From an optimization exercise on the open Yosys and OpenROAD flow, aimed at small area and a short achievable clock period; shortcuts taken in it are not production practice.
At most, simulation tests tie the RTL to the original design; equivalence was not proved.
No functional check of the RTL was part of runs 1 to 3.
Power is estimated from default activity; no workload was simulated.

File: config.mk
export PLATFORM = sky130hd
export DESIGN_NAME = boot_rom
export DESIGN_NICKNAME = boot_rom
export VERILOG_FILES = /design/flow/design.v
export SDC_FILE = /design/flow/constraint.sdc
export NUM_CORES = 4
export LEC_CHECK = 0
export CAP_MARGIN = 20
export CORE_MARGIN = 2
export CORE_UTILIZATION = 65
export SETUP_SLACK_MARGIN = 2.0
export SLEW_MARGIN = 20
export SYNTH_HIERARCHICAL = 1
File: constraint.sdc
create_clock -name core_clock -period 4.0 [get_ports {clk}]
set_input_delay 0.8000 -clock core_clock [delete_from_list [all_inputs] [get_ports {clk}]]
set_output_delay 0.8000 -clock core_clock [all_outputs]
set_load 0.01 [all_outputs]
File: design.v
`default_nettype none
package flash_pkg;
  localparam logic [7:0] FLASH_OP_READ = 8'h03;
  typedef struct packed {
    logic [7:0]  opcode;
    logic [23:0] addr;       
  } flash_cmd_fields_t;
  typedef union packed {
    flash_cmd_fields_t f;
    logic [3:0][7:0]   bytes;
  } flash_cmd_u;
  typedef enum logic [2:0] {
    CMD,
    ADDR_HI,
    ADDR_MID,
    ADDR_LO,
    DUMMY,
    DATA_HI,
    DATA_LO
  } reader_phase_e;
endpackage
`default_nettype wire
`default_nettype none
package imem_pkg;
  localparam int INSTR_W = 16;
  typedef logic [INSTR_W-1:0] instr_t;
  typedef logic [6-1:0] iaddr_t;
endpackage
`default_nettype wire
`default_nettype none
`timescale 1ns/1ps
module spi_flash_reader (
  input  logic                    clk,
  input  logic                    rst_n,
  input  logic                    clken,
  output logic                    ins,        
  output logic [3:0]              bit_j,      
  output logic                    ready,
  output logic                    spi_cs,
  output logic                    spi_sclk,
  output logic                    spi_mosi,
  input  logic                    spi_miso
);
  localparam logic [10:0] HDR_START = 11'd2008;
  localparam logic [10:0] LAST_BIT  = 11'd1023;
  localparam logic [5:0]  W0        = 6'd47;
  logic [10:0] q;
  logic        got;       
  logic [5:0]  w;         
  logic        data;
  logic        fall;
  logic        done;
  logic        word_end;
  logic        mosi_next;
  assign data     = !q[10];
  assign bit_j    = q[3:0];
  assign ins      = !ready && !spi_cs && data && !got && (w == {1'b0, q[3:0], 1'b0});
  assign done     = clken && !ready && !spi_cs && (q == LAST_BIT) && (got || ins);
  assign fall     = clken && !ready && !spi_cs && spi_sclk && !done && (!data || got || ins);
  assign word_end = data && (q[3:0] == 4'hf);
  assign mosi_next = (q == HDR_START + 11'd5) || (q == HDR_START + 11'd6) ||
                     (q == HDR_START + 11'd10);
  always_ff @(posedge clk) begin
    if (!rst_n) begin
      w        <= W0;
      q        <= HDR_START;
      got      <= 1'b0;
      ready    <= 1'b0;
      spi_cs   <= 1'b1;
      spi_sclk <= 1'b1;
      spi_mosi <= 1'b0;
    end else begin
      if (fall && word_end) begin
        w <= w + (q[4] ? 6'd32 : 6'd33);
      end else begin
        w <= w + 6'd1;
      end
      if (ins) begin
        got <= 1'b1;
      end
      if (done) begin
        ready    <= 1'b1;
        spi_cs   <= 1'b1;
        spi_sclk <= 1'b1;
      end else if (clken && !ready) begin
        if (spi_cs) begin
          spi_cs   <= 1'b0;            
          spi_sclk <= 1'b0;
          spi_mosi <= 1'b0;
        end else if (!spi_sclk) begin
          spi_sclk <= 1'b1;
        end else if (fall) begin
          spi_sclk <= 1'b0;
          spi_mosi <= mosi_next;
          q        <= q + 11'd1;
          got      <= 1'b0;
        end
      end
    end
  end
endmodule
`default_nettype wire
`default_nettype none
`timescale 1ns/1ps
module imem_bank #(
  parameter int INS = 0
) (
  input  logic                    clk,
  input  logic                    ins,      
  input  logic                    din,
  input  logic [7:0][7:0]         sel_hi,   
  input  logic [7:0]              sel_lo,   
  output logic                    rbit
);
  logic [64-1:0] ring;
  always_ff @(posedge clk) begin
    ring <= {ring[64-2:0], ring[64-1]};
    if (ins) begin
      ring[INS] <= din;
    end
  end
  logic [7:0] grp;
  always_comb begin
    for (int r = 0; r < 8; r++) begin
      grp[r] = 1'b0;
      for (int h = 0; h < 8; h++) begin
        grp[r] = grp[r] | (sel_hi[r][h] & ring[8*h + r]);
      end
    end
  end
  assign rbit = |(sel_lo & grp);
endmodule
`default_nettype wire
`default_nettype none
`timescale 1ns/1ps
module boot_rom (
  input  logic             clk,
  input  logic             rst_n,
  input  logic             clken,
  input  imem_pkg::iaddr_t fetch_addr,
  output imem_pkg::instr_t instruction,
  output logic             ready,
  input  logic             spi_miso,
  output logic             spi_cs,
  output logic             spi_sclk,
  output logic             spi_mosi
);
  localparam logic [5:0] PHASE0 = 6'd46;
  imem_pkg::iaddr_t phase, phase_n;
  logic [3:0]       dlo, dhi;
  logic [2:0]       a_lo, a_hi;
  logic [7:0]       sel_lo, hi0, late;
  logic [7:0][7:0]  sel_hi;
  logic             ins;
  logic [3:0]       bit_j;
  imem_pkg::instr_t rd;
  assign a_lo = fetch_addr[3:1];
  assign a_hi = {fetch_addr[0], fetch_addr[5:4]};
  assign phase_n = !rst_n ? PHASE0 : phase + 6'd1;
  function automatic logic [3:0] diff_bits(input logic [2:0] p);
    diff_bits = {p[2] ^ (p[1:0] != 2'd3), p[2] ^ !p[1], p[2] ^ (p[1:0] == 2'd0), p[1] ^ !p[0]};
  endfunction
  always_ff @(posedge clk) begin
    phase <= phase_n;
    dlo   <= diff_bits(phase_n[2:0]);
    dhi   <= diff_bits(phase_n[5:3]);
    for (int x = 0; x < 8; x++) begin
      late[x] <= (3'(x) > phase_n[2:0]);    
    end
  end
  function automatic logic [2:0] minus(input logic [2:0] p, input logic [3:0] d, input int x);
    logic b2;
    case (x % 4)
      0: b2 = p[2];
      1: b2 = d[1];
      2: b2 = d[2];
      default: b2 = d[3];
    endcase
    minus = {b2 ^ 1'((x / 4) % 2), ((x % 2) ? d[0] : p[1]) ^ 1'((x / 2) % 2), p[0] ^ 1'(x % 2)};
  endfunction
  always_comb begin
    for (int x = 0; x < 8; x++) begin
      sel_lo[x] = (a_lo == minus(phase[2:0], dlo, x));    
      hi0[x]    = (a_hi == minus(phase[5:3], dhi, x));    
    end
  end
  always_comb begin
    for (int r = 0; r < 8; r++) begin
      sel_hi[r] = late[r] ? {hi0[0], hi0[7:1]} : hi0;
    end
  end
  always_ff @(posedge clk) begin
    if (!rst_n) begin
      instruction <= '0;
    end else if (clken && ready) begin
      instruction <= rd;
    end
  end
  spi_flash_reader u_reader (
    .clk     (clk),
    .rst_n   (rst_n),
    .clken   (clken),
    .ins     (ins),
    .bit_j   (bit_j),
    .ready   (ready),
    .spi_cs  (spi_cs),
    .spi_sclk(spi_sclk),
    .spi_mosi(spi_mosi),
    .spi_miso(spi_miso)
  );
  for (genvar b = 0; b < imem_pkg::INSTR_W; b++) begin : g_lane
    imem_bank #(.INS(2 * (imem_pkg::INSTR_W - 1 - b))) u_lane (
      .clk (clk),
      .ins (ins && (bit_j == 4'(imem_pkg::INSTR_W - 1 - b))),
      .din (spi_miso),
      .sel_lo(sel_lo),
      .sel_hi(sel_hi),
      .rbit(rd[b])
    );
  end
endmodule
`default_nettype wire
File: run.sh
#!/bin/bash
# synth_recipe.tcl (not shown) runs the flow's synth.tcl, then flattens the netlist and writes it again
# the make line also repeats each setting of config.mk as NAME=value (left out here)
make -C /OpenROAD-flow-scripts/flow DESIGN_CONFIG=/design/flow/config.mk WORK_HOME=/design/flow/orfs CLKGATE_MAP_FILE= SYNTH_SCRIPT=/design/flow/synth_recipe.tcl finish
==> impl_metrics.ini, run 1 <==
[yosys]
synth-seq-area-share = 0.7244
synth_most_common_cell = dfxtp_1
synth-compound-area-share = 0.1616
ys_ff_latch = 1084
syn-cell-area_um2 = 29950
muxShareOfSynthArea = 0.02945
synth_top_cells_by_count = dfxtp_1, a22oi_1, nand4_1
synthXorXnorAreaFrac = 0.009941
syn_area_per_cell_um2 = 13.59
ys_types = 56
async_flop_share = 0
synth_area_leaders = dfxtp_1, a22oi_1, nand4_1
yosys.area_share.simple = 0.05756
synth.largest_area_cell = dfxtp_1
ys_warn_count = 24
synth_edf_count = 0
synth_top_family_by_area = compound AO/OA/AOI/OAI gates
synthAdderAreaFrac = 0.007101
postSynthNetCount = 2232
syn-instance-count = 2205
ys.flop_type = dfxtp_1
synth_top_area_frac = 0.7244

[detailed_routing]
vias = 24120
routed_via_density = 7.371
finalWirelength_um = 129100
drc = 0
detail_route.wl_per_cell_um = 39.45
ant_nets = 0
first_pass_iters = 10
drt_iter0_drc = 4212

[place]
dpl-instance-area_um2 = 32870
port_buffers = 29
dp_worst_setup_slack_ns = -0.1919
dp_hpwl_um = 67490
gp_congestion = 0.9620

[power_and_ir_drop]
swShare = 0.2836
p_per_area_nw_per_um2 = 639.0
leakagePower_uw = 0.01482
seqPwrFrac = 0.435
intPower_uw = 18020
p_sw_uw = 7132
comb_power_share = 0.169
clkPwrFrac = 0.395
totalPowerFinal_uw = 25150
ir_drop_uv = 554.6

[timing]
setup_viol = 0
rsz0062_at_grt = true
max_freq_mhz = 351.8
timing.final.crit_share = 0.7107
worstMarginPinSlew_ns = 0.8973
setup_slack_ns = 1.157
finalMaxSlewViolations = 0
slew_headroom = 0.4003
period_minus_slack_ns = 2.843
hold_viol_final = 0
skew_ns = 0.02986

[grt]
grt_util_met1 = 0.6163
overflow = 0
grt_pass1_vias = 23960
grt_max_degree = 32
grtUsageMet2 = 0.7406
met3_usage = 0.2039
busiest_layer = met2
grt_pass1_wl_um = 171000
grtUsageTotal = 0.5177
antenna_found_initial = 8

[clock_network]
cts-root-buf = clkbuf_16
htree_levels = 3
numCtsBuffers = 97
insertion_delay_ns = 0.68
hold_buffers = 0
clock-sinks = 1084
path_clk_slew_ns = 0.07
cts_max_path_buffers = 3
cts_tree = yes

[worst_setup_path]
path_max_fanout = 7
endpoint_kind = flip-flop
arrival_ns = 3.43
crit_type = flip-flop to flip-flop
crit_path_start_kind = flip-flop
crit_required_ns = 4.59

[die]
core-area_um2 = 45480
initial_utilization = 0.6587
chipHeight_um = 218.7
pin_count = 30
dieArea_um2 = 47820
fp-row-count = 78
fp.dieW_um = 218.7

[status]
status = no timing/DRC/antenna violations

[cells_and_area]
area_growth_syn_to_layout_pct = 31.40
drive_above_1_share = 0.2734
design_area_um2 = 39360
nets = 2615

[hold_path]
min_path_type = flip-flop to flip-flop

[flow_run]
maxCapViolCount = 0
==> flip-flops by register name (all words and copies together) (netlist names), 4 cells and up <==
name / cells
g_lane.u_lane.ring: 1024
instruction: 16
u_reader.q: 11
late: 8
phase: 6
u_reader.w: 6
dhi: 4
dlo: 4
==> modules after synthesis (local to each module, per instance), excerpt <==
module            copies in the design  cells  flops+latches
boot_rom                             1    300             38
spi_flash_reader                     1    145             22
==> layout make-up <==
type                       instances  area (µm²)
antenna                            7       17.52
clock buffer                     139        2878
clock inverter                    38       528.0
fill                            2015        6117
inverter                          16       60.06
multi-input combinational       1066        9513
sequential                      1084       21780
tap                              600       750.7
timing repair buffer             323        3831
==> logic make-up (layout without fill, tap and decap cells) <==
| kind of cell | count (synthesis) | after routing |
|---|---|---|
| buffers and inverters | 55 | 516 |
| other | 0 | 7 |
| adder cells (fa/ha/maj) | 17 | 17 |
| multiplexers | 86 | 86 |
| XOR/XNOR | 34 | 34 |
| AO/OA/AOI/OAI | 627 | 627 |
| AND/OR/NAND/NOR | 302 | 302 |
| flip-flops | 1084 | 1084 |
==> through the flow <==
| stage | cells | hold slack (ns) | TNS (ns) | utilization |
|---|---|---|---|---|
| global placement | 2907 | 0.3317 | -0.4564 | 0.7205 |
| CTS | 3234 | 0.3240 | 0 | 0.8489 |
| global route | 3267 | 0.3434 | 0 | 0.8652 |
| floorplan | 2205 | 0.3311 | 0 | - |
| finish | 3273 | 0.3356 | 0 | 0.8655 |
| detailed placement | 2911 | 0.3362 | -1.512 | 0.7227 |
==> worst paths after layout <==
path | slack, ns | endpoint | depth (start not counted) | startpoint
worst max-delay path | 1.16 | instruction[1] | 14 | phase[3]
worst min-delay path | 0.34 | g_lane[14].u_lane.ring[35] | 0 | g_lane[14].u_lane.ring[34]
worst max register to register | 1.16 | instruction[1] | 14 | phase[3]
worst min register to register | 0.34 | g_lane[14].u_lane.ring[35] | 0 | g_lane[14].u_lane.ring[34]
==> what timing repair did <==
action,CTS,global route
pin swaps,52,67
setup endpoints to repair,68,57
gates cloned,4,1
gates resized for setup,263,93
buffers inserted,142,31
==> power by group through the flow <==
stage          clock network (µW)  logic [µW]  registers [µW]
6_report                     9940        4260           11000
3_5_place_dp                    0        2780           11200
5_1_grt                     10300        4020           10900
4_1_cts                      9750        3640           10900
3_3_place_gp                    0        2720           11200
2_1_floorplan                   0        1070           11100
==> routing by layer <==
layer	vias to the layer above	wire [µm]
met2	2402	52680
met1	11570	41590
met3	943	20360
li1	9207	-
met4	6	14340
met5	-	150
==> cells in the final DEF, fill, tap and decap left out, types with 11 or more instances in the layout <==
master        n
dfxtp_1    1046
a22oi_1     516
buf_4       161
nand4_1     150
clkbuf_16   100
buf_12       84
mux2i_4      64
a22oi_2      61
nand2_1      55
buf_6        37
clkbuf_8     25
dfxtp_2      24
buf_2        18
clkinv_2     17
inv_1        15
clkbuf_1     15
a21boi_1     14
ha_1         14
mux2_4       14
dfxtp_4      14
and3_1       12
nor2_4       12
bufinv_16    11
==> critical path: stages, from the launching register on <==
cell,delay (ns)
dfxtp_4,0.39
xnor2_4,0.15
buf_6,0.14
or3_4,0.35
buf_12,0.16
buf_12,0.15
mux2i_4,0.37
buf_6,0.20
buf_16,0.16
a22oi_2,0.09
nand4_1,0.11
a22oi_1,0.10
nand4_1,0.13
nand2_1,0.09
a21boi_1,0.15
==> run 2, diff against run 1 <==
--- a/design.v
+++ b/design.v
@@ -110,5 +110,6 @@
   input  logic                    din,
-  input  logic [7:0][7:0]         sel_hi,   
   input  logic [7:0]              sel_lo,   
-  output logic                    rbit
+  input  logic [7:0]              sel_hi,   
+  input  logic                    hold,     
+  output logic                    fbit      
 );
@@ -123,10 +124,9 @@
   always_comb begin
-    for (int r = 0; r < 8; r++) begin
-      grp[r] = 1'b0;
-      for (int h = 0; h < 8; h++) begin
-        grp[r] = grp[r] | (sel_hi[r][h] & ring[8*h + r]);
-      end
-    end
-  end
-  assign rbit = |(sel_lo & grp);
+    for (int g = 0; g < 8; g++) begin
+      grp[g] = |(sel_lo & ring[8*g +: 8]);
+    end
+  end
+  always_ff @(posedge clk) begin
+    fbit <= |(sel_hi & grp) | (hold & fbit);
+  end
 endmodule
@@ -151,7 +151,8 @@
   logic [2:0]       a_lo, a_hi;
-  logic [7:0]       sel_lo, hi0, late;
-  logic [7:0][7:0]  sel_hi;
+  logic [7:0]       sel_lo, sel_hi, hi0, late;
+  logic             borrow;
+  logic             take;
+  logic             hold;
   logic             ins;
   logic [3:0]       bit_j;
-  imem_pkg::instr_t rd;
   assign a_lo = fetch_addr[3:1];
@@ -166,3 +167,3 @@
     dhi   <= diff_bits(phase_n[5:3]);
-    for (int x = 0; x < 8; x++) begin
+    for (int x = 1; x < 8; x++) begin
       late[x] <= (3'(x) > phase_n[2:0]);    
@@ -170,2 +171,3 @@
   end
+  assign late[0] = 1'b0;
   function automatic logic [2:0] minus(input logic [2:0] p, input logic [3:0] d, input int x);
@@ -186,14 +188,6 @@
   end
-  always_comb begin
-    for (int r = 0; r < 8; r++) begin
-      sel_hi[r] = late[r] ? {hi0[0], hi0[7:1]} : hi0;
-    end
-  end
-  always_ff @(posedge clk) begin
-    if (!rst_n) begin
-      instruction <= '0;
-    end else if (clken && ready) begin
-      instruction <= rd;
-    end
-  end
+  assign borrow = |(sel_lo & late);
+  assign take   = rst_n && clken && ready;
+  assign hold   = rst_n && !(clken && ready);
+  assign sel_hi = take ? (borrow ? {hi0[0], hi0[7:1]} : hi0) : 8'h00;
   spi_flash_reader u_reader (
@@ -217,3 +211,4 @@
       .sel_hi(sel_hi),
-      .rbit(rd[b])
+      .hold  (hold),
+      .fbit  (instruction[b])
     );
==> run 2 against run 1 <==
Against the previous run: largest cell class unchanged; die area is 2.5% higher; power fell by 12%; count of clock-buffer cells in the layout is 6 lower; sequential cell count down 1; cell area decreased by 7.8%; first-iteration DRC count shrank 61%; register-to-register slack better by 0.11 ns; clock power shrank 1%; critical path depth up 1; global-route usage shrank 23 points; sequential power hardly changed.
==> impl_metrics.ini, run 2 <==
[status]
status = no timing/DRC/antenna violations

[clock_network]
cts_tree = yes
path_clk_slew_ns = 0.06
cts_max_path_buffers = 3
cts-root-buf = clkbuf_16
numCtsBuffers = 97
htree_levels = 3
insertion_delay_ns = 0.65
clock-sinks = 1083
hold_buffers = 0

[worst_setup_path]
crit_type = input pin to flip-flop
endpoint_kind = flip-flop
crit_path_start_kind = input pin
arrival_ns = 3.33
path_max_fanout = 16
crit_required_ns = 4.49

[yosys]
syn-cell-area_um2 = 30710
async_flop_share = 0
postSynthNetCount = 2286
synth_top_cells_by_count = dfxtp_1, a22oi_1, buf_6
syn-instance-count = 2261
synth.largest_area_cell = dfxtp_1
synth_top_area_frac = 0.7060
ys_ff_latch = 1083
syn_area_per_cell_um2 = 13.58
ys_warn_count = 25
ys.flop_type = dfxtp_1
synth_area_leaders = dfxtp_1, a22oi_1, buf_6
synth_most_common_cell = dfxtp_1
synth-seq-area-share = 0.7060
ys_types = 61
synth_edf_count = 0

[flow_run]
maxCapViolCount = 0

[die]
dieArea_um2 = 49000
initial_utilization = 0.6596
fp.dieW_um = 221.4
core-area_um2 = 46560
pin_count = 30
fp-row-count = 79
chipHeight_um = 221.4

[timing]
max_freq_mhz = 352.9
slew_headroom = 0.2919
period_minus_slack_ns = 2.833
setup_slack_ns = 1.167
setup_viol = 0
rsz0062_at_grt = true
finalMaxSlewViolations = 0
worstMarginPinSlew_ns = 1.059
hold_viol_final = 0
timing.final.crit_share = 0.7083
skew_ns = 0.01598

[cells_and_area]
final_util = 0.7797
layout_common_cells = dfxtp_1, a22oi_1, clkbuf_16
top_register = g_lane.u_lane.ring
area_growth_syn_to_layout_pct = 18.21
nets = 2385
drive_above_1_share = 0.2211
num-fill-cells = 2804
largest_reg_flops = 1024
antennaDiodeCount = 0
final_common_cell = dfxtp_1
largestRegisters = g_lane.u_lane.ring: 1024 flops, g_lane.u_lane.fbit: 16 flops, u_reader.q: 11 flops

[grt]
grt_util_met1 = 0.4050
grtUsageTotal = 0.2833
antenna_found_initial = 0
grt_pass1_wl_um = 109800
busiest_layer = met2
grtUsageMet2 = 0.4370
met3_usage = 0.05391
overflow = 0
grt_max_degree = 129
grt_pass1_vias = 19380

[detailed_routing]
drt_iter0_drc = 1655
vias = 18810
ant_nets = 0
first_pass_iters = 5
finalWirelength_um = 71010
detail_route.wl_per_cell_um = 23.32
routed_via_density = 6.176
drc = 0

[place]
gp_congestion = 0.8329
port_buffers = 29
dp_worst_setup_slack_ns = -0.2018
dp_hpwl_um = 37670

[hold_path]
min_path_type = flip-flop to flip-flop

[power_and_ir_drop]
leakagePower_uw = 0.01310
p_per_area_nw_per_um2 = 606.7
ir_drop_uv = 566.3
[run 2: cell count changes after synthesis, sizes merged, moves of 18 or more]
| cell | delta |
|---|---|
| buf | +108 |
| inv | +52 |
| nand4 | -67 |
| mux2i | -55 |
| nand2 | -19 |
| nand3 | +18 |
| a41oi | +48 |
| a22oi | -49 |
[run 2: cell type report]
| cell class | instances | area [µm²] | share of cell area |
|---|---|---|---|
| timing repair buffer | 140 | 1562 | 0.04302 |
| tap | 607 | 759.5 | 0.02092 |
| inverter | 68 | 292.8 | 0.008066 |
| clock buffer | 133 | 2796 | 0.07704 |
| sequential | 1083 | 21730 | 0.5988 |
| clock inverter | 44 | 641.9 | 0.01768 |
| multi-input combinational | 970 | 8513 | 0.2345 |
[run 2: cell families after synthesis]
family,after synthesis,synth area share
XOR/XNOR,32,0.009127
AND/OR/NAND/NOR,245,0.04453
AO/OA/AOI/OAI,643,0.1701
buffers and inverters,210,0.05256
flip-flops,1083,0.7060
adder cells (fa/ha/maj),15,0.006112
multiplexers,33,0.01153
[run 2: routing by layer]
metal	part of all wire	up-vias
met5	0	-
met4	0.025	0
met3	0.066	138
met2	0.45	641
met1	0.46	9390
li1	-	8636
[run 2: modules after synthesis, one instance, submodules excluded, excerpt]
module | area, µm² | copies in the design | flip-flops and latches
spi_flash_reader | 1416 | 1 | 22
boot_rom | 1305 | 1 | 21
[run 2: worst max-delay path: stages]
cell and delay, ns:
buf_6 0.09, buf_6 0.13, buf_6 0.12, xor2_2 0.17
mux2i_1 0.29, o2bb2ai_2 0.11, a2111oi_4 0.32, buf_4 0.19
buf_8 0.11, buf_12 0.10, buf_12 0.09, mux2i_4 0.06
buf_12 0.19, a222oi_1 0.40, nand3_1 0.13
[run 2: report_power, final]
part / internal [µW] / switching, µW
Combinational: 410 / 894
Sequential: 10800 / 54.9
Clock: 5930 / 3910
Total: 17200 / 4860
[run 2: timing repair]
item                                    4_1_cts  5_1_grt
gates cloned                                  2        2
buffers inserted                             31       22
endpoints found under the setup margin       73       54
pin swaps                                    23       46
resized for setup                           208       97
[run 2: through the flow]
stage / std cells / power (µW) / hold WS, ns / cell area [µm²] / setup TNS (ns)
detailed placement: 2811 / 12240 / 0.3359 / 31440 / -2.509
global route: 3045 / 22610 / 0.3499 / 36300 / 0
finish: 3045 / 22020 / 0.3420 / 36300 / 0
global placement: 2809 / 12250 / 0.3325 / 31390 / -1.052
floorplan: 2261 / 11980 / 0.3311 / 30960 / 0
CTS: 3021 / 22020 / 0.3433 / 35620 / 0
[run 2: worst paths after layout]
check	to	startpoint	cells after the start	slack, ns
max	g_lane[4].u_lane.fbit	fetch_addr[3]	15	1.17
min reg2reg	g_lane[3].u_lane.ring[45]	g_lane[3].u_lane.ring[44]	0	0.34
min	g_lane[3].u_lane.ring[45]	g_lane[3].u_lane.ring[44]	0	0.34
max reg2reg	g_lane[4].u_lane.fbit	phase[1]	12	1.27
==> run 3, diff against run 2 <==
--- a/design.v
+++ b/design.v
@@ -116,2 +116,4 @@
   logic [64-1:0] ring;
+  logic [7:0]                   grp;
+  logic                         fbit_d;
   always_ff @(posedge clk) begin
@@ -122,11 +124,35 @@
   end
-  logic [7:0] grp;
-  always_comb begin
-    for (int g = 0; g < 8; g++) begin
-      grp[g] = |(sel_lo & ring[8*g +: 8]);
-    end
-  end
-  always_ff @(posedge clk) begin
-    fbit <= |(sel_hi & grp) | (hold & fbit);
-  end
+  for (genvar g = 0; g < 8; g++) begin : g_grp
+    imem_andor8 u_grp (
+      .sel (sel_lo),
+      .d   (ring[8*g +: 8]),
+      .y   (grp[g])
+    );
+  end
+  imem_andor u_out (
+    .sel (sel_hi),
+    .d   (grp),
+    .keep(hold),
+    .q   (fbit),
+    .y   (fbit_d)
+  );
+  always_ff @(posedge clk) begin
+    fbit <= fbit_d;
+  end
+endmodule
+module imem_andor8 (
+  input  logic [7:0] sel,
+  input  logic [7:0] d,
+  output logic       y
+);
+  assign y = |(sel & d);
+endmodule
+module imem_andor (
+  input  logic [7:0] sel,
+  input  logic [7:0] d,
+  input  logic       keep,
+  input  logic       q,
+  output logic       y
+);
+  assign y = |(sel & d) | (keep & q);
 endmodule
@@ -152,3 +178,2 @@
   logic [7:0]       sel_lo, sel_hi, hi0, late;
-  logic             borrow;
   logic             take;
@@ -172,22 +197,15 @@
   assign late[0] = 1'b0;
-  function automatic logic [2:0] minus(input logic [2:0] p, input logic [3:0] d, input int x);
-    logic b2;
-    case (x % 4)
-      0: b2 = p[2];
-      1: b2 = d[1];
-      2: b2 = d[2];
-      default: b2 = d[3];
-    endcase
-    minus = {b2 ^ 1'((x / 4) % 2), ((x % 2) ? d[0] : p[1]) ^ 1'((x / 2) % 2), p[0] ^ 1'(x % 2)};
-  endfunction
-  always_comb begin
-    for (int x = 0; x < 8; x++) begin
-      sel_lo[x] = (a_lo == minus(phase[2:0], dlo, x));    
-      hi0[x]    = (a_hi == minus(phase[5:3], dhi, x));    
-    end
-  end
-  assign borrow = |(sel_lo & late);
-  assign take   = rst_n && clken && ready;
-  assign hold   = rst_n && !(clken && ready);
-  assign sel_hi = take ? (borrow ? {hi0[0], hi0[7:1]} : hi0) : 8'h00;
+  imem_addr_dec u_dec (
+    .a_lo  (a_lo),
+    .a_hi  (a_hi),
+    .phase (phase),
+    .dlo   (dlo),
+    .dhi   (dhi),
+    .late  (late),
+    .take  (take),
+    .sel_lo(sel_lo),
+    .sel_hi(sel_hi)
+  );
+  assign take = rst_n && clken && ready;
+  assign hold = rst_n && !(clken && ready);
   spi_flash_reader u_reader (
@@ -216,2 +234,35 @@
 endmodule
-`default_nettype wire
+module imem_addr_dec (
+  input  logic [2:0] a_lo,
+  input  logic [2:0] a_hi,
+  input  logic [5:0] phase,
+  input  logic [3:0] dlo,
+  input  logic [3:0] dhi,
+  input  logic [7:0] late,     
+  input  logic       take,
+  output logic [7:0] sel_lo,
+  output logic [7:0] sel_hi
+);
+  logic [7:0] hi0, a_lo_hot;
+  logic       borrow;
+  function automatic logic [2:0] minus(input logic [2:0] p, input logic [3:0] d, input int x);
+    logic b2;
+    case (x % 4)
+      0: b2 = p[2];
+      1: b2 = d[1];
+      2: b2 = d[2];
+      default: b2 = d[3];
+    endcase
+    minus = {b2 ^ 1'((x / 4) % 2), ((x % 2) ? d[0] : p[1]) ^ 1'((x / 2) % 2), p[0] ^ 1'(x % 2)};
+  endfunction
+  always_comb begin
+    for (int x = 0; x < 8; x++) begin
+      sel_lo[x]   = (a_lo == minus(phase[2:0], dlo, x));    
+      hi0[x]      = (a_hi == minus(phase[5:3], dhi, x));    
+      a_lo_hot[x] = (a_lo == 3'(x));
+    end
+  end
+  assign borrow = |(a_lo_hot & late);
+  assign sel_hi = take ? (borrow ? {hi0[0], hi0[7:1]} : hi0) : 8'h00;
+endmodule
+`default_nettype wire
==> run 3 against run 2 <==
Against the previous run: still clean on timing, DRC and antenna; worst hold slack improved by 0.0040 ns; setup slack improved by 0.19 ns; count of clock-buffer cells in the layout increased by 15; via count increased by 0.15%; cell count decreased by 2.9%; maximum frequency increased by 7.2%; critical endpoint is now u_reader.w[5]; largest cell class unchanged.
==> impl_metrics.ini, run 3 <==
[status]
status = no timing/DRC/antenna violations

[grt]
grt_max_degree = 80
grtUsageTotal = 0.3207
grt_pass1_vias = 19370
grt_pass1_wl_um = 113900
antenna_found_initial = 2
overflow = 0

[worst_setup_path]
cp_slowest_cell = or4b_4
crit_type = flip-flop to flip-flop
ff2ff_path_depth = 11
crit_top_cell = nand3_2
crit_required_ns = 4.50
reg2reg_slack_ns = 1.36
path_max_fanout = 3
cpPeakStageDelay_ns = 0.56
path_cells = nor4_2, nand2_1, o21ai_2, nand3_2, or4b_4, ha_4, and3_4, nand3_2, xor2_2, o31a_1, o21ai_1
endpoint_kind = flip-flop
critPathBufInv = 0
crit_path_start_kind = flip-flop
arrival_ns = 3.15
crit_family = simple AND/OR/NAND/NOR gates
cp_num_cells = 11

[timing]
max_freq_mhz = 378.3
timing.final.crit_share = 0.6609
tns_ns = 0
slew_headroom = 0.2231
skew_ns = 0.01371
period_minus_slack_ns = 2.644
rsz0062_at_grt = true
finalMaxSlewViolations = 0
worstMarginPinSlew_ns = 1.162
hold_viol_final = 0
setup_viol = 0

[die]
fp.dieW_um = 215.3
initial_utilization = 0.6577
chipHeight_um = 215.3
fp-row-count = 77
core-area_um2 = 44120
pin_count = 30
dieArea_um2 = 46350

[cells_and_area]
largestRegisters = g_lane.u_lane.ring: 1024 flops, g_lane.u_lane.fbit: 16 flops, u_reader.q: 11 flops
final_common_cell = dfxtp_1
layout_common_cells = dfxtp_1, a22oi_1, nand4_1
area_growth_syn_to_layout_pct = 21.76
nets = 2312
top_register = g_lane.u_lane.ring
largest_reg_flops = 1024
drive_above_1_share = 0.1835

[yosys]
ys_types = 56
ys_warn_count = 26
syn_area_per_cell_um2 = 13.99
syn-instance-count = 2074
postSynthNetCount = 2097
synth_top_cells_by_count = dfxtp_1, a22oi_1, nand4_1
synth.largest_area_cell = dfxtp_1
async_flop_share = 0
ys.flop_type = dfxtp_1
ys_ff_latch = 1083
synth_area_leaders = dfxtp_1, a22oi_1, nand4_1
synth_most_common_cell = dfxtp_1
synth_top_area_frac = 0.7471
synth_edf_count = 0
synth-seq-area-share = 0.7471
syn-cell-area_um2 = 29020

[power_and_ir_drop]
ir_drop_uv = 458.3
p_per_area_nw_per_um2 = 607.5
totalPowerFinal_uw = 21460
leakagePower_uw = 0.01322

[clock_network]
cts-root-buf = clkbuf_16
clock-sinks = 1083
insertion_delay_ns = 0.64
numCtsBuffers = 96
hold_buffers = 0
cts_max_path_buffers = 3
path_clk_slew_ns = 0.06
cts_tree = yes
htree_levels = 3

[detailed_routing]
first_pass_iters = 7
vias = 18830
ant_nets = 0
drc = 0
finalWirelength_um = 76180
detail_route.wl_per_cell_um = 25.75
routed_via_density = 6.367
drt_iter0_drc = 1694

[place]
gp_congestion = 0.7764
port_buffers = 29
dp_hpwl_um = 34440

[flow_run]
maxCapViolCount = 0

[hold_path]
min_path_type = flip-flop to flip-flop
hold_path_depth = 0
-- run 3: cell count changes after synthesis, moves of 15 or more --
cell | previous run | this run
buf_6 | 97 | 1
inv_1 | 68 | 10
a22oi_1 | 480 | 529
a22oi_2 | 48 | 0
a41oi_1 | 48 | 0
nand4_1 | 84 | 131
mux2_2 | 19 | 2
a2111oi_1 | 16 | 0
a221oi_2 | 0 | 16
a22o_1 | 0 | 16
mux2_4 | 0 | 16
buf_4 | 20 | 5
nand2_1 | 38 | 23
-- run 3: final timing paths --
kind,startpoint,to
min reg2reg,g_lane[1].u_lane.ring[34],g_lane[1].u_lane.ring[35]
max reg2reg,u_reader.spi_cs,u_reader.w[5]
max,u_reader.spi_cs,u_reader.w[5]
min,g_lane[1].u_lane.ring[34],g_lane[1].u_lane.ring[35]
-- run 3: metrics by stage --
| step | hold WS (ns) | setup slack (ns) | cell area, µm² | util | std cells |
|---|---|---|---|---|---|
| after floorplan | 0.3311 | -0.2325 | 29150 | - | 2074 |
| after global placement | 0.3314 | 0.3085 | 30680 | 0.6952 | 2714 |
| after detailed placement | 0.3359 | 0.2283 | 30680 | 0.6952 | 2714 |
| after CTS | 0.3423 | 1.460 | 34950 | 0.7920 | 2937 |
| after global routing | 0.3462 | 1.230 | 35330 | 0.8007 | 2957 |
| final | 0.3461 | 1.356 | 35330 | 0.8008 | 2958 |
-- run 3: per-layer routing --
layer	vias up	routed length [µm]	track usage	share of wire
met5	-	13	0	0.00017
met4	2	2785	0.1299	0.037
met3	197	6261	0.06766	0.082
met2	770	35420	0.5081	0.46
met1	9393	31700	0.4326	0.42
li1	8471	-	-	-
-- run 3: cells by family after synthesis --
family,synth area share
and+or+nand+nor,0.05553
adders and majority gates,0.005605
other,0.0001292
muxes,0.01526
AOI/OAI and AO/OA,0.1631
xor gates and xnor gates,0.008451
DFF,0.7471
buffers and inverters,0.004872
-- run 3: per-module statistics from Yosys (local to each module, per instance), a selection --
module / cells / copies in the design / area [µm²] / flip-flops and latches
boot_rom: 103 / 1 / 917.1 / 21
imem_addr_dec: 58 / 1 / 459.2 / 0
imem_andor: 5 / 16 / 46.29 / 0
imem_andor8: 5 / 128 / 36.28 / 0
spi_flash_reader: 137 / 1 / 1199 / 22
-- run 3: final cells by class --
cell class	instances	area [µm²]
Antenna cell	1	2.502
Clock buffer	148	2930
Clock inverter	26	315.3
Fill cell	2557	8791
Inverter	14	52.55
Multi-Input combinational cell	964	7823
Sequential cell	1083	21730
Tap cell	592	740.7
Timing Repair Buffer	130	1739
-- run 3: power breakdown --
group | switching (µW) | internal, µW
Clock | 3900 | 5430
Combinational | 853 | 401
Sequential | 52.8 | 10800
Total | 4810 | 16700
-- run 3: what timing repair did --
action                                  CTS  global route
pin swaps                                33            44
endpoints found under the setup margin   72            54
setup buffers                            35            17
gates resized for setup                 204            39
cloned                                   14             3
==> run 4, diff against run 3 <==
--- a/design.v
+++ b/design.v
@@ -32,12 +32,12 @@
 module spi_flash_reader (
-  input  logic                    clk,
-  input  logic                    rst_n,
-  input  logic                    clken,
-  output logic                    ins,        
-  output logic [3:0]              bit_j,      
-  output logic                    ready,
-  output logic                    spi_cs,
-  output logic                    spi_sclk,
-  output logic                    spi_mosi,
-  input  logic                    spi_miso
+  input  logic       clk,
+  input  logic       rst_n,
+  input  logic       clken,
+  output logic       ins,        
+  output logic [3:0] bit_j,      
+  output logic       ready,
+  output logic       spi_cs,
+  output logic       spi_sclk,
+  output logic       spi_mosi,
+  input  logic       spi_miso
 );
@@ -45,24 +45,33 @@
   localparam logic [10:0] LAST_BIT  = 11'd1023;
-  localparam logic [5:0]  W0        = 6'd47;
+  localparam logic [5:0]  WAIT0     = 6'd47;
   logic [10:0] q;
-  logic        got;       
-  logic [5:0]  w;         
-  logic        data;
+  logic        got;        
+  logic        last;       
+  logic [5:0]  wait_n;     
   logic        fall;
   logic        done;
-  logic        word_end;
+  logic        data_fall;
+  logic        active;
   logic        mosi_next;
-  assign data     = !q[10];
-  assign bit_j    = q[3:0];
-  assign ins      = !ready && !spi_cs && data && !got && (w == {1'b0, q[3:0], 1'b0});
-  assign done     = clken && !ready && !spi_cs && (q == LAST_BIT) && (got || ins);
-  assign fall     = clken && !ready && !spi_cs && spi_sclk && !done && (!data || got || ins);
-  assign word_end = data && (q[3:0] == 4'hf);
+  logic        got_n;
+  logic [10:0] q_n;
+  logic [5:0]  wait_nn;
+  assign bit_j  = q[3:0];
+  assign active = !ready && !spi_cs;
+  assign done      = clken && active && last && (got || ins);
+  assign fall      = clken && active && spi_sclk && (q[10] || ((got || ins) && !last));
+  assign data_fall = fall && !q[10];
   assign mosi_next = (q == HDR_START + 11'd5) || (q == HDR_START + 11'd6) ||
                      (q == HDR_START + 11'd10);
+  assign q_n     = fall ? q + 11'd1 : q;
+  assign got_n   = !fall && (got || ins);
+  assign wait_nn = !data_fall ? wait_n + 6'd1 :
+                   ((q[4:0] == 5'h1f) ? wait_n - 6'd2 : wait_n - 6'd1);
   always_ff @(posedge clk) begin
     if (!rst_n) begin
-      w        <= W0;
       q        <= HDR_START;
       got      <= 1'b0;
+      last     <= 1'b0;
+      wait_n   <= WAIT0;
+      ins      <= 1'b0;
       ready    <= 1'b0;
@@ -72,10 +81,10 @@
     end else begin
-      if (fall && word_end) begin
-        w <= w + (q[4] ? 6'd32 : 6'd33);
-      end else begin
-        w <= w + 6'd1;
+      q      <= q_n;
+      got    <= got_n;
+      wait_n <= wait_nn;
+      if (fall) begin
+        last <= (q == LAST_BIT - 11'd1);
       end
-      if (ins) begin
-        got <= 1'b1;
-      end
+      ins <= !done && (active || (clken && spi_cs && !ready)) && !q_n[10] && !got_n &&
+             (wait_nn == 6'd0);
       if (done) begin
@@ -94,4 +103,2 @@
           spi_mosi <= mosi_next;
-          q        <= q + 11'd1;
-          got      <= 1'b0;
         end
==> run 4 against run 3 <==
Against the previous run: register-to-register slack improved by 0.38 ns; first-iteration DRC count rose by 18%; synthesized area up 0.72%; largest power group unchanged; setup slack improved by 0.36 ns; count of clock-buffer cells in the layout is 11 lower; sequential cell count grew 2; critical endpoint is now g_lane[7].u_lane.fbit; still clean; wire length increased by 7.1%.
==> impl_metrics.ini, run 4 <==
[power_and_ir_drop]
p_per_area_nw_per_um2 = 604.6
leakagePower_uw = 0.01350
ir_drop_uv = 616.8
clkPwrFrac = 0.432
swShare = 0.2297
intPower_uw = 16750
seqPwrFrac = 0.501
totalPowerFinal_uw = 21750
p_sw_uw = 4996
comb_power_share = 0.067

[yosys]
synth-seq-area-share = 0.7431
synth_area_leaders = dfxtp_1, a22oi_1, nand4_1
synth_top_area_frac = 0.7431
ys_warn_count = 26
async_flop_share = 0
synth_most_common_cell = dfxtp_1
ys_ff_latch = 1085
syn_area_per_cell_um2 = 13.91
syn-instance-count = 2102
ys_types = 60
synth_top_cells_by_count = dfxtp_1, a22oi_1, nand4_1
synth_edf_count = 0
postSynthNetCount = 2129
ys.flop_type = dfxtp_1
syn-cell-area_um2 = 29230
synth.largest_area_cell = dfxtp_1

[clock_network]
clock-sinks = 1085
cts_tree = yes
path_clk_slew_ns = 0.06
cts_max_path_buffers = 3
htree_levels = 3
insertion_delay_ns = 0.64
numCtsBuffers = 96
cts-root-buf = clkbuf_16

[status]
status = no timing/DRC/antenna violations

[cells_and_area]
register_area_um2 = 21770
multiInputGateArea_um2 = 8077
area_growth_syn_to_layout_pct = 23.05
nets = 2360
design_area_um2 = 35970
largestRegisters = g_lane.u_lane.ring: 1024 flops, g_lane.u_lane.fbit: 16 flops, u_reader.q: 11 flops
drive_above_1_share = 0.1909
final_common_cell = dfxtp_1
largest_reg_flops = 1024
antennaDiodeCount = 0
layout_common_cells = dfxtp_1, a22oi_1, nand4_1
num-fill-cells = 2399
top_register = g_lane.u_lane.ring

[timing]
setup_viol = 0
finalMaxSlewViolations = 0
timing.final.crit_share = 0.5699
max_freq_mhz = 438.7
worstMarginPinSlew_ns = 1.072
skew_ns = 0.01706
hold_viol_final = 0
setup_slack_ns = 1.721
period_minus_slack_ns = 2.279
rsz0062_at_grt = true
holdWs_ns = 0.3431
slew_headroom = 0.2834

[worst_setup_path]
crit_top_cell = a22oi_1
critPathLaunch = fetch_addr[1]
path_max_fanout = 18
reg2reg_slack_ns = 1.74
crit_path_start_kind = input pin
arrival_ns = 2.79
endpoint_kind = flip-flop
r2r_start = phase[0]
cp_slowest_cell = bufbuf_16
crit_type = input pin to flip-flop
cpPeakStageDelay_ns = 0.33
path_cells = buf_2, xor2_4, buf_4, and3_4, bufbuf_16, a22oi_1, nand4_1, a22oi_1, nand3_1
crit_required_ns = 4.51

[grt]
grtUsageTotal = 0.3387
grt_pass1_wl_um = 121100
grt_pass1_vias = 20120
overflow = 0
antenna_found_initial = 0
grt_max_degree = 49

[die]
chipHeight_um = 216.1
core-area_um2 = 44320
dieArea_um2 = 46680
fp-row-count = 77
fp.dieW_um = 216.1
pin_count = 30
initial_utilization = 0.6596

[flow_run]
maxCapViolCount = 0

[detailed_routing]
drc = 0
routed_via_density = 6.499
detail_route.wl_per_cell_um = 27.23
vias = 19470
ant_nets = 0
first_pass_iters = 6
drt_iter0_drc = 2007
finalWirelength_um = 81570

[place]
dp_hpwl_um = 36570
dpl-instance-area_um2 = 30900
gp_congestion = 0.7682
dp_worst_setup_slack_ns = 0.09072
port_buffers = 29

[hold_path]
min_path_type = flip-flop to flip-flop
min-delay-start = g_lane[4].u_lane.ring[62]
-- run 4: routing by layer --
layer,up-vias,share of wire,GRT usage
met4,0,0.032,0.1114
met2,952,0.46,0.5402
li1,8599,-,-
met5,-,0,0
met3,189,0.087,0.05853
met1,9730,0.42,0.4734
-- run 4: modules after synthesis (local to each module, per instance), a selection --
module,flip-flops and latches,times used,area (µm²),cells inside
spi_flash_reader,24,1,1409,165
imem_andor,0,16,46.29,5
imem_andor8,0,128,36.28,5
imem_addr_dec,0,1,459.2,58
boot_rom,21,1,917.1,103
-- run 4: cell type report --
cell class / instances / share of cell area
inverters: 20 / 0.002157
clock inverters: 32 / 0.01026
multi-input cells: 989 / 0.2246
repair buffers: 141 / 0.05764
clock buffers: 137 / 0.07945
flip-flops and latches: 1085 / 0.6053
well taps: 592 / 0.02059
-- run 4: kinds of logic after synthesis --
logic type                 share of synthesized area
buffers and inverters                       0.004794
adders and majority gates                   0.007277
and+or+nand+nor                              0.05847
DFF                                           0.7431
other                                      0.0001283
AOI/OAI and AO/OA                             0.1626
xor gates and xnor gates                    0.008690
muxes                                        0.01498
-- run 4: power by group through the flow --
stage	registers, µW	clock network [µW]	logic, µW
after floorplan	11100	0	446
after global placement	11100	0	928
after detailed placement	11100	0	927
after global routing	10900	9870	1480
final	10900	9400	1450
after CTS	10900	9390	1300
-- run 4: repair_timing --
| action | 4_1_cts | 5_1_grt |
|---|---|---|
| pin swaps | 50 | 33 |
| resized for setup | 251 | 39 |
| hold buffers | 0 | 0 |
| cloned | 21 | 8 |
| setup buffers | 42 | 7 |
| setup endpoints to repair | 46 | 22 |
-- run 4: through the flow --
stage / setup TNS (ns) / utilization / cells
floorplan: -3.719 / - / 2102
global placement: 0 / 0.6971 / 2749
detailed placement: 0 / 0.6971 / 2749
CTS: 0 / 0.8021 / 2981
global route: 0 / 0.8116 / 2996
finish: 0 / 0.8116 / 2996
-- run 4: final timing paths --
| check | end | depth (start not counted) |
|---|---|---|
| setup / recovery | g_lane[7].u_lane.fbit | 9 |
| hold / removal | g_lane[4].u_lane.ring[63] | 0 |
| setup reg to reg | g_lane[7].u_lane.fbit | 8 |
| hold reg to reg | g_lane[4].u_lane.ring[63] | 0 |
-- run 4: worst max-delay path: cells and delay by family --
family / cells / cell delay [ns]
xor+xnor: 1 / 0.23
simple gates: 3 / 0.55
buf+inv: 3 / 0.71
compound gates: 2 / 0.48
Testbench counts of run 4, summed over its fixed seeds: boot cycles 51,816.
==> run 5, diff against run 4 <==
--- a/config.mk
+++ b/config.mk
@@ -10,2 +10,4 @@
 export CORE_UTILIZATION = 65
+export CTS_CLUSTER_DIAMETER = 100
+export CTS_CLUSTER_SIZE = 30
 export SETUP_SLACK_MARGIN = 2.0
@@ -13 +15,2 @@
 export SYNTH_HIERARCHICAL = 1
+export TNS_END_PERCENT = 3
==> run 5 against run 4 <==
Against the previous run: wire length fell by 15%; clock skew increased by 0.0044 ns; cell count is 5.2% lower; critical endpoint is now g_lane[9].u_lane.fbit; cell area shrank 8.4%; core utilization decreased by 6.8 points; setup slack better by 0.011 ns; sequential share of layout area up 5.5 points; highest routed layer unchanged; global-route usage is 4.3 points lower.
==> impl_metrics.ini, run 5 <==
[status]
status = no timing/DRC/antenna violations

[power_and_ir_drop]
intPower_uw = 13210
clkPwrFrac = 0.300
ir_drop_uv = 466.7
swShare = 0.2289
comb_power_share = 0.065
seqPwrFrac = 0.636
p_sw_uw = 3922
leakagePower_uw = 0.01216
p_per_area_nw_per_um2 = 520.0

[yosys]
synth_top_area_frac = 0.7431
synth_area_leaders = dfxtp_1, a22oi_1, nand4_1
ys_warn_count = 26
synth.largest_area_cell = dfxtp_1
synth_top_cells_by_count = dfxtp_1, a22oi_1, nand4_1
syn_area_per_cell_um2 = 13.91
synth_most_common_cell = dfxtp_1
syn-cell-area_um2 = 29230
async_flop_share = 0
ys_types = 60
postSynthNetCount = 2129
ys.flop_type = dfxtp_1
synth-seq-area-share = 0.7431
syn-instance-count = 2102
synth_edf_count = 0
ys_ff_latch = 1085

[timing]
setup_viol = 0
timing.final.crit_share = 0.5670
max_freq_mhz = 440.9
hold_viol_final = 0
tns_ns = 0
finalMaxSlewViolations = 0
period_minus_slack_ns = 2.268
rsz0062_at_grt = true
skew_ns = 0.02148
setup_slack_ns = 1.732
worstMarginPinSlew_ns = 1.192
holdWs_ns = 0.3278
slew_headroom = 0.2032

[die]
core-area_um2 = 44320
fp-row-count = 77
fp.dieW_um = 216.1
dieArea_um2 = 46680
chipHeight_um = 216.1
pin_count = 30
initial_utilization = 0.6596

[cells_and_area]
antennaDiodeCount = 0
nets = 2272
top_register = g_lane.u_lane.ring
num-fill-cells = 2953
drive_above_1_share = 0.1059
multiInputGateArea_um2 = 7799
layout_common_cells = dfxtp_1, a22oi_1, nand4_1
largest_reg_flops = 1024
area_growth_syn_to_layout_pct = 12.71
final_common_cell = dfxtp_1
final_util = 0.7434
largestRegisters = g_lane.u_lane.ring: 1024 flops, g_lane.u_lane.fbit: 16 flops, u_reader.q: 11 flops
design_area_um2 = 32950
register_area_um2 = 21750

[place]
dp_worst_setup_slack_ns = 0.2774
dp_hpwl_um = 37140
gp_congestion = 0.7702
dpl-instance-area_um2 = 31000
port_buffers = 29

[worst_setup_path]
crit_path_start_kind = input pin
r2r_start = late[6]
endpoint_kind = flip-flop
critPathLaunch = fetch_addr[2]
arrival_ns = 2.76
cpPeakStageDelay_ns = 0.52
cp_slowest_cell = mux4_2
critPathBufInv = 4
path_cells = buf_4, mux4_2, mux2i_4, buf_8, mux2i_4, buf_6, buf_12, a222oi_1, nand3_1
crit_family = multiplexers
crit_top_cell = mux2i_4
crit_required_ns = 4.49
crit_type = input pin to flip-flop
path_max_fanout = 8

[grt]
grt_max_degree = 87
antenna_found_initial = 0
grtUsageTotal = 0.2959
grt_pass1_vias = 18490
overflow = 0
grt_pass1_wl_um = 107300

[hold_path]
min-delay-start = g_lane[8].u_lane.ring[50]
min_path_type = flip-flop to flip-flop

[detailed_routing]
routed_via_density = 6.392
drt_iter0_drc = 1744
detail_route.wl_per_cell_um = 24.40
ant_nets = 0
drc = 0
vias = 18150
first_pass_iters = 5
finalWirelength_um = 69280

[flow_run]
maxCapViolCount = 0

[clock_network]
cts-root-buf = clkbuf_16
htree_levels = 2
cts_tree = yes
numCtsBuffers = 42
clock-sinks = 1085
cts_max_path_buffers = 3
path_clk_slew_ns = 0.11
insertion_delay_ns = 0.61
hold_buffers = 0
## run 5: final timing paths
check                              endpoint  slack (ns)  depth (start not counted)
hold reg to reg   g_lane[8].u_lane.ring[51]        0.33                          0
hold / removal    g_lane[8].u_lane.ring[51]        0.33                          0
setup reg to reg      g_lane[9].u_lane.fbit        1.74                          8
setup / recovery      g_lane[9].u_lane.fbit        1.73                          9
## run 5: routing by layer
metal  up-vias  GRT usage  wire length (µm)
met5         -          0                 0
met4         0    0.08584              1718
met3       117    0.03663              4381
met2       624     0.4775             32110
met1      9094     0.4239             31070
li1       8311          -                 -
## run 5: timing repair
action                                  4_1_cts  5_1_grt
gates resized for setup                     115        1
gates cloned                                  6        0
pin swaps                                    21        2
endpoints found under the setup margin       47       37
hold endpoints to repair                      0        0
buffers inserted                             33        0
## run 5: logic make-up (layout without fill, tap and decap cells)
family,Yosys count,after routing,synth area share
simple gates,295,296,0.05847
xor+xnor,29,29,0.008690
other cells,1,1,0.0001283
mux,32,32,0.01498
buf+inv,31,175,0.004794
flops,1085,1085,0.7431
fa+ha+maj,17,17,0.007277
compound gates,612,612,0.1626
## run 5: worst reg2reg max path: cells and delay by family, from the launching register on
family | cells | cell delay (ns)
flops | 1 | 0.32
mux | 3 | 0.84
buf+inv | 3 | 0.47
compound gates | 1 | 0.39
simple gates | 1 | 0.12
## run 5: cell type report
class	count	share of cell area
well taps	592	0.02248
multi-input cells	987	0.2367
clock inverters	1	0.0009114
flip-flops and latches	1085	0.6601
repair buffers	109	0.04337
clock buffers	45	0.03418
inverters	20	0.002279
## run 5: per-stage QoR
stage	instances	power, µW
finish	2839	17130
global route	2839	17570
CTS	2839	17160
detailed placement	2754	12080
global placement	2753	12070
floorplan	2102	11560
## run 5: power by group through the flow
stage | registers [µW] | clock network, µW | logic (µW)
final | 10900 | 5140 | 1110
after global routing | 10900 | 5520 | 1150
after CTS | 10900 | 5180 | 1090
after detailed placement | 11100 | 0 | 940
after global placement | 11100 | 0 | 931
after floorplan | 11100 | 0 | 445
## run 5: Yosys stat by module, one instance, submodules excluded, a selection
module | copies in the design | area [µm²] | flip-flops and latches
imem_andor8 | 128 | 36.28 | 0
spi_flash_reader | 1 | 1409 | 24
boot_rom | 1 | 917.1 | 21
imem_andor | 16 | 46.29 | 0
imem_addr_dec | 1 | 459.2 | 0
==> run 6, diff against run 5 <==
--- a/config.mk
+++ b/config.mk
@@ -15,2 +15 @@
 export SYNTH_HIERARCHICAL = 1
-export TNS_END_PERCENT = 3
==> run 6 against run 5 <==
Against the previous run: still clean; clock power is 1% lower; first-iteration DRC count is 0.69% higher; wire length up 8.1%; clock skew grew 0.0036 ns; global-route usage rose by 1.8 points; cell count up 1.3%; sequential cell count unchanged; critical path type unchanged; largest cell class unchanged.
==> impl_metrics.ini, run 6 <==
[status]
status = no timing/DRC/antenna violations

[place]
gp_congestion = 0.7682
dp_hpwl_um = 36570
port_buffers = 29
dp_cells = 2749

[worst_setup_path]
cpPeakStageDelay_ns = 0.36
crit_type = input pin to flip-flop
r2r_start = phase[0]
endpoint_kind = flip-flop
crit_end = g_lane[7].u_lane.fbit
cp_slowest_cell = a222oi_1
reg2reg_slack_ns = 1.71
crit_required_ns = 4.50
regToRegEndpoint = g_lane[7].u_lane.fbit
ff2ff_path_depth = 8
path_max_fanout = 46
arrival_ns = 2.82
critPathLaunch = fetch_addr[1]
crit_path_start_kind = input pin
path_cells = buf_2, xnor2_4, nor3_4, buf_4, buf_16, a22oi_2, nand4_1, a222oi_1, nand3_1

[yosys]
synth-compound-area-share = 0.1626
ys_warn_count = 26
ys_ff_latch = 1085
synth_top_family_by_area = compound AO/OA/AOI/OAI gates
synth-seq-area-share = 0.7431
synth_edf_count = 0
synth_most_common_cell = dfxtp_1
synthXorXnorAreaFrac = 0.008689
muxShareOfSynthArea = 0.01498
syn-cell-area_um2 = 29230
synth.largest_area_cell = dfxtp_1
async_flop_share = 0
synth_area_leaders = dfxtp_1, a22oi_1, nand4_1
synth_top_cells_by_count = dfxtp_1, a22oi_1, nand4_1
ys.flop_type = dfxtp_1
yosys.area_share.simple = 0.05847
ys_types = 60
synthAdderAreaFrac = 0.007277
syn-instance-count = 2102
postSynthNetCount = 2129
synth_top_area_frac = 0.7431
syn_area_per_cell_um2 = 13.91

[cells_and_area]
fin_cells = 2877
top_register = g_lane.u_lane.ring
nets = 2310
largestRegisters = g_lane.u_lane.ring: 1024 flops, g_lane.u_lane.fbit: 16 flops, u_reader.q: 11 flops
drive_above_1_share = 0.1506
final_common_cell = dfxtp_1
layout_common_cells = dfxtp_1, a22oi_1, nand4_1
area_growth_syn_to_layout_pct = 15.59
largest_reg_flops = 1024

[timing]
max_freq_mhz = 432.2
setup_viol = 0
holdWs_ns = 0.3319
slew_headroom = 0.2711
tns_ns = 0
worstMarginPinSlew_ns = 1.090
period_minus_slack_ns = 2.314
timing.final.crit_share = 0.5784
rsz0062_at_grt = true
skew_ns = 0.02509
hold_viol_final = 0
finalMaxSlewViolations = 0

[die]
dieArea_um2 = 46680
pin_count = 30
fp.dieW_um = 216.1
fp-row-count = 77
core-area_um2 = 44320
initial_utilization = 0.6596
chipHeight_um = 216.1

[grt]
grt_max_degree = 62
grt_pass1_vias = 18750
overflow = 0
grt_pass1_wl_um = 112500
antenna_found_initial = 1
grtUsageTotal = 0.3135

[hold_path]
min_path_type = flip-flop to flip-flop
min-delay-start = g_lane[8].u_lane.ring[61]

[clock_network]
numCtsBuffers = 42
path_clk_slew_ns = 0.11
insertion_delay_ns = 0.61
cts_max_path_buffers = 3
hold_buffers = 0
cts_tree = yes
clock-sinks = 1085
htree_levels = 2
cts-root-buf = clkbuf_16

[power_and_ir_drop]
p_per_area_nw_per_um2 = 513.8
ir_drop_uv = 476.1
leakagePower_uw = 0.01247

[detailed_routing]
finalWirelength_um = 74890
drt_iter0_drc = 1756
vias = 18560
detail_route.wl_per_cell_um = 26.03
first_pass_iters = 6
drc = 0
routed_via_density = 6.453
ant_nets = 0

[flow_run]
maxCapViolCount = 0
==> run 6: cell types whose count changed in the layout (fill, tap and decap cells not counted), moves of 13 or more <==
cell / change
buf_16: +14
a22oi_1: -28
a22oi_2: +28
dfxtp_1: -13
buf_2: +18
dlygate4sd2_1: -19
==> run 6: report_power, final <==
part           internal (µW)  switching [µW]
Sequential             10800            50.3
Clock                   1970            3110
Combinational            477             915
Total                  13300            4070
==> run 6: layout make-up <==
cell class                 count  area, µm²
antenna                        1      2.502
tap                          592      740.7
clock buffer                  43       1076
fill                        2789      10530
clock inverter                 2      38.79
sequential                  1085      21770
timing repair buffer         146       2077
multi-input combinational    988       8003
inverter                      20      75.07
==> run 6: worst min-delay path by stage <==
stage	end	slack (ns)	depth (start not counted)
global route	g_lane[8].u_lane.ring[1]	0.33	0
global placement	g_lane[11].u_lane.ring[15]	0.33	0
floorplan	g_lane[0].u_lane.ring[11]	0.33	0
CTS	g_lane[8].u_lane.ring[62]	0.33	0
finish	g_lane[8].u_lane.ring[62]	0.33	0
detailed placement	g_lane[12].u_lane.ring[41]	0.34	0
==> run 6: kinds of logic (layout without fill, tap and decap cells) <==
| family | Yosys count | in the layout |
|---|---|---|
| xor+xnor | 29 | 29 |
| compound gates | 612 | 612 |
| buf+inv | 31 | 211 |
| mux | 32 | 32 |
| fa+ha+maj | 17 | 17 |
| other cells | 1 | 2 |
| simple gates | 295 | 297 |
| flops | 1085 | 1085 |
==> run 6: timing repair <==
item | CTS | global route
endpoints found under the setup margin | 46 | 22
setup buffers | 46 | 14
pin swaps | 35 | 34
gates cloned | 17 | 5
resized for setup | 245 | 42
==> run 6: through the flow <==
stage          setup WS, ns  area (µm²)  total power (µW)  utilization
2_1_floorplan       -0.2325       29320             11560            -
3_3_place_gp         0.1513       30900             12060       0.6971
3_5_place_dp        0.09072       30900             12060       0.6971
4_1_cts               1.718       33340             17260       0.7523
5_1_grt               1.630       33780             17830       0.7623
6_report              1.686       33790             17360       0.7624
==> run 6: per-module statistics from Yosys, one instance, submodules excluded, a selection <==
| module | cell area, µm² | flops+latches | copies in the design |
|---|---|---|---|
| spi_flash_reader | 1409 | 24 | 1 |
| boot_rom | 917.1 | 21 | 1 |
| imem_andor | 46.29 | 0 | 16 |
| imem_andor8 | 36.28 | 0 | 128 |
| imem_addr_dec | 459.2 | 0 | 1 |
==> run 6: critical path, delay by kind of cell <==
kind,cells,cell delay (ns)
compound gates,2,0.61
buf+inv,3,0.61
simple gates,3,0.44
xor+xnor,1,0.33
==> run 6: routing by layer <==
layer,GRT usage,vias to the layer above,share of wire
met1,0.4553,9294,0.44
met5,0,-,0
met4,0.08105,0,0.022
met2,0.4884,735,0.46
li1,-,8416,-
met3,0.05782,119,0.080
==> run 7, diff against run 6 <==
--- a/config.mk
+++ b/config.mk
@@ -9,3 +9,3 @@
 export CORE_MARGIN = 2
-export CORE_UTILIZATION = 65
+export CORE_UTILIZATION = 75
 export CTS_CLUSTER_DIAMETER = 100
@@ -15 +15,2 @@
 export SYNTH_HIERARCHICAL = 1
+export TNS_END_PERCENT = 10
==> run 7 against run 6 <==
Against the previous run: worst hold slack worse by 0.0014 ns; wire length is 1.1% lower; largest power group unchanged; sequential share of layout area is 1.2 points higher; largest cell class unchanged; cell count is 3.7% lower.
==> impl_metrics.ini, run 7 <==
[power_and_ir_drop]
leakagePower_uw = 0.01222
p_per_area_nw_per_um2 = 521.1
seqPwrFrac = 0.631
intPower_uw = 13280
ir_drop_uv = 622.9
p_sw_uw = 3975
comb_power_share = 0.071
clkPwrFrac = 0.298
swShare = 0.2304

[cells_and_area]
drive_above_1_share = 0.1190
layout_common_cells = dfxtp_1, a22oi_1, nand4_1
area_growth_syn_to_layout_pct = 13.27
largest_reg_flops = 1024
nets = 2278
final_common_cell = dfxtp_1
largestRegisters = g_lane.u_lane.ring: 1024 flops, g_lane.u_lane.fbit: 16 flops, u_reader.q: 11 flops
num-fill-cells = 1895
design_area_um2 = 33110
top_register = g_lane.u_lane.ring
antennaDiodeCount = 0

[timing]
rsz0062_at_grt = true
period_minus_slack_ns = 2.390
worstMarginPinSlew_ns = 1.110
timing.final.crit_share = 0.5976
max_freq_mhz = 418.3
skew_ns = 0.02892
setup_slack_ns = 1.610
setup_viol = 0
hold_viol_final = 0
finalMaxSlewViolations = 0
slew_headroom = 0.2580

[clock_network]
htree_levels = 2
cts-root-buf = clkbuf_16
cts_max_path_buffers = 3
cts_tree = yes
insertion_delay_ns = 0.61
path_clk_slew_ns = 0.11
numCtsBuffers = 42
hold_buffers = 0
clock-sinks = 1085

[yosys]
ys_types = 60
synth.largest_area_cell = dfxtp_1
synth_top_area_frac = 0.7431
syn-cell-area_um2 = 29230
ys_ff_latch = 1085
syn_area_per_cell_um2 = 13.91
synth_edf_count = 0
synth_most_common_cell = dfxtp_1
syn-instance-count = 2102
synth_area_leaders = dfxtp_1, a22oi_1, nand4_1
synth-seq-area-share = 0.7431
async_flop_share = 0
ys.flop_type = dfxtp_1
postSynthNetCount = 2129
ys_warn_count = 26
synth_top_cells_by_count = dfxtp_1, a22oi_1, nand4_1

[worst_setup_path]
path_cells = xor2_1, buf_4, and3_4, buf_12, buf_8, buf_12, a22oi_2, nand4_1, a22o_1, a221oi_2, nand3_1
path_max_fanout = 6
arrival_ns = 2.86
cp_num_cells = 11
crit_required_ns = 4.47
reg2reg_slack_ns = 1.61
crit_path_start_kind = flip-flop
crit_family = buffers and inverters
crit_type = flip-flop to flip-flop
cp_slowest_cell = dfxtp_4
critPathBufInv = 4
ff2ff_path_depth = 11
cpPeakStageDelay_ns = 0.39
crit_top_cell = buf_12
endpoint_kind = flip-flop

[detailed_routing]
first_pass_iters = 6
routed_via_density = 6.820
vias = 18900
finalWirelength_um = 74060
drc = 0
ant_nets = 0
detail_route.wl_per_cell_um = 26.73
drt_iter0_drc = 2149

[grt]
overflow = 0
grtUsageTotal = 0.3596
grt_pass1_wl_um = 113000
grt_pass1_vias = 19600
antenna_found_initial = 0
grt_max_degree = 62

[hold_path]
hold_path_depth = 0
min_path_type = flip-flop to flip-flop

[die]
core-area_um2 = 38560
pin_count = 30
fp.dieW_um = 201.4
initial_utilization = 0.7581
chipHeight_um = 201.4
fp-row-count = 72
dieArea_um2 = 40570

[place]
dp_worst_setup_slack_ns = 0.3124
dp_hpwl_um = 36840
gp_congestion = 0.8211
dpl-instance-area_um2 = 30840
port_buffers = 29

[status]
status = no timing/DRC/antenna violations

[flow_run]
maxCapViolCount = 0
## run 7: cell type report
cell class              instances  area (µm²)  share of cell area
multi-input cells             988        7885              0.2382
well taps                     518       648.1             0.01958
repair buffers                114        1594             0.04814
flip-flops and latches       1085       21750              0.6569
clock buffers                  45        1126             0.03401
inverters                      20       75.07            0.002267
clock inverters                 1       30.03           0.0009070
## run 7: logic make-up after synthesis
kind of cell | after synthesis | share of synthesized area
flip-flops | 1085 | 0.7431
XOR/XNOR | 29 | 0.008690
multiplexers | 32 | 0.01498
adder cells (fa/ha/maj) | 17 | 0.007277
other | 1 | 0.0001283
AND/OR/NAND/NOR | 295 | 0.05847
buffers and inverters | 31 | 0.004794
AO/OA/AOI/OAI | 612 | 0.1626
## run 7: path summary, 6_finish.rpt
path / start / end
worst min register to register: g_lane[8].u_lane.ring[45] / g_lane[8].u_lane.ring[46]
worst min-delay path: g_lane[8].u_lane.ring[45] / g_lane[8].u_lane.ring[46]
worst max-delay path: phase[0] / g_lane[11].u_lane.fbit
worst max register to register: phase[0] / g_lane[11].u_lane.fbit
## run 7: stage by stage
stage | util | cells | setup TNS (ns) | total power (µW) | hold WS [ns]
after floorplan | - | 2102 | -3.719 | 11560 | 0.3311
after global placement | 0.7997 | 2680 | 0 | 12030 | 0.3318
after global routing | 0.8587 | 2771 | 0 | 17660 | 0.3342
after CTS | 0.8531 | 2766 | 0 | 17170 | 0.3298
final | 0.8587 | 2771 | 0 | 17250 | 0.3305
after detailed placement | 0.7997 | 2680 | 0 | 12030 | 0.3365
## run 7: per-module statistics from Yosys (local to each module, per instance), a selection
module / area [µm²] / flops+latches
imem_andor8: 36.28 / 0
imem_addr_dec: 459.2 / 0
boot_rom: 917.1 / 21
imem_andor: 46.29 / 0
spi_flash_reader: 1409 / 24
## run 7: per-layer routing
metal,up-vias,GRT usage,wire length (µm)
li1,8324,-,-
met1,9374,0.4871,29580
met2,1000,0.5812,34900
met3,201,0.07062,7047
met4,0,0.1321,2533
met5,-,0,0
## run 7: power by group through the flow
| stage | registers [µW] | logic, µW | clock network, µW |
|---|---|---|---|
| 6_report | 10900 | 1220 | 5130 |
| 3_3_place_gp | 11100 | 898 | 0 |
| 5_1_grt | 10900 | 1250 | 5510 |
| 4_1_cts | 10900 | 1140 | 5140 |
| 3_5_place_dp | 11100 | 896 | 0 |
| 2_1_floorplan | 11100 | 445 | 0 |
## run 7: what timing repair did
item,4_1_cts,5_1_grt
cloned,10,2
buffers inserted,30,3
endpoints found under the setup margin,49,37
gates resized for setup,112,31
pin swaps,33,30

==> port drivers added, routing unchanged <==
No port has a modelled driver above. Below, the same layouts with a new extraction and two added sets of constraints. Step 1: set_driving_cell puts a clkbuf_16 on clk and a buf_2 on each other input, an assumption about the parent block. Step 2 times the ports against the registers' clock, not the clock port: input delays grow and output delays shrink by t, the midpoint of the rising clock arrivals with the driver on. Three values: no drivers, after step 1, after step 2; two values: the first two.
run	t, ns	setup WS [ns]	hold slack, ns	worst setup path after step 2
run 1	0.728	1.157 / 1.157 / 0.529	0.336 / 0.336 / 0.336	input to register
run 2	0.692	1.167 / 1.194 / 0.502	0.342 / 0.342 / 0.342	input to register
run 3	0.693	1.356 / 1.356 / 0.756	0.346 / 0.346 / 0.346	input to register
run 4	0.691	1.721 / 1.741 / 1.062	0.343 / 0.343 / 0.343	input to register
run 5	0.665	1.732 / 1.742 / 1.102	0.328 / 0.328 / 0.328	input to register
run 6	0.661	1.686 / 1.707 / 1.060	0.332 / 0.332 / 0.332	input to register
run 7	0.653	1.610 / 1.610 / 1.002	0.331 / 0.331 / 0.331	input to register
After both steps setup and hold are still met in every run listed. The setup slack of run 2, which loses most, moves by +0.027 ns with the drivers and by -0.665 ns with both steps.
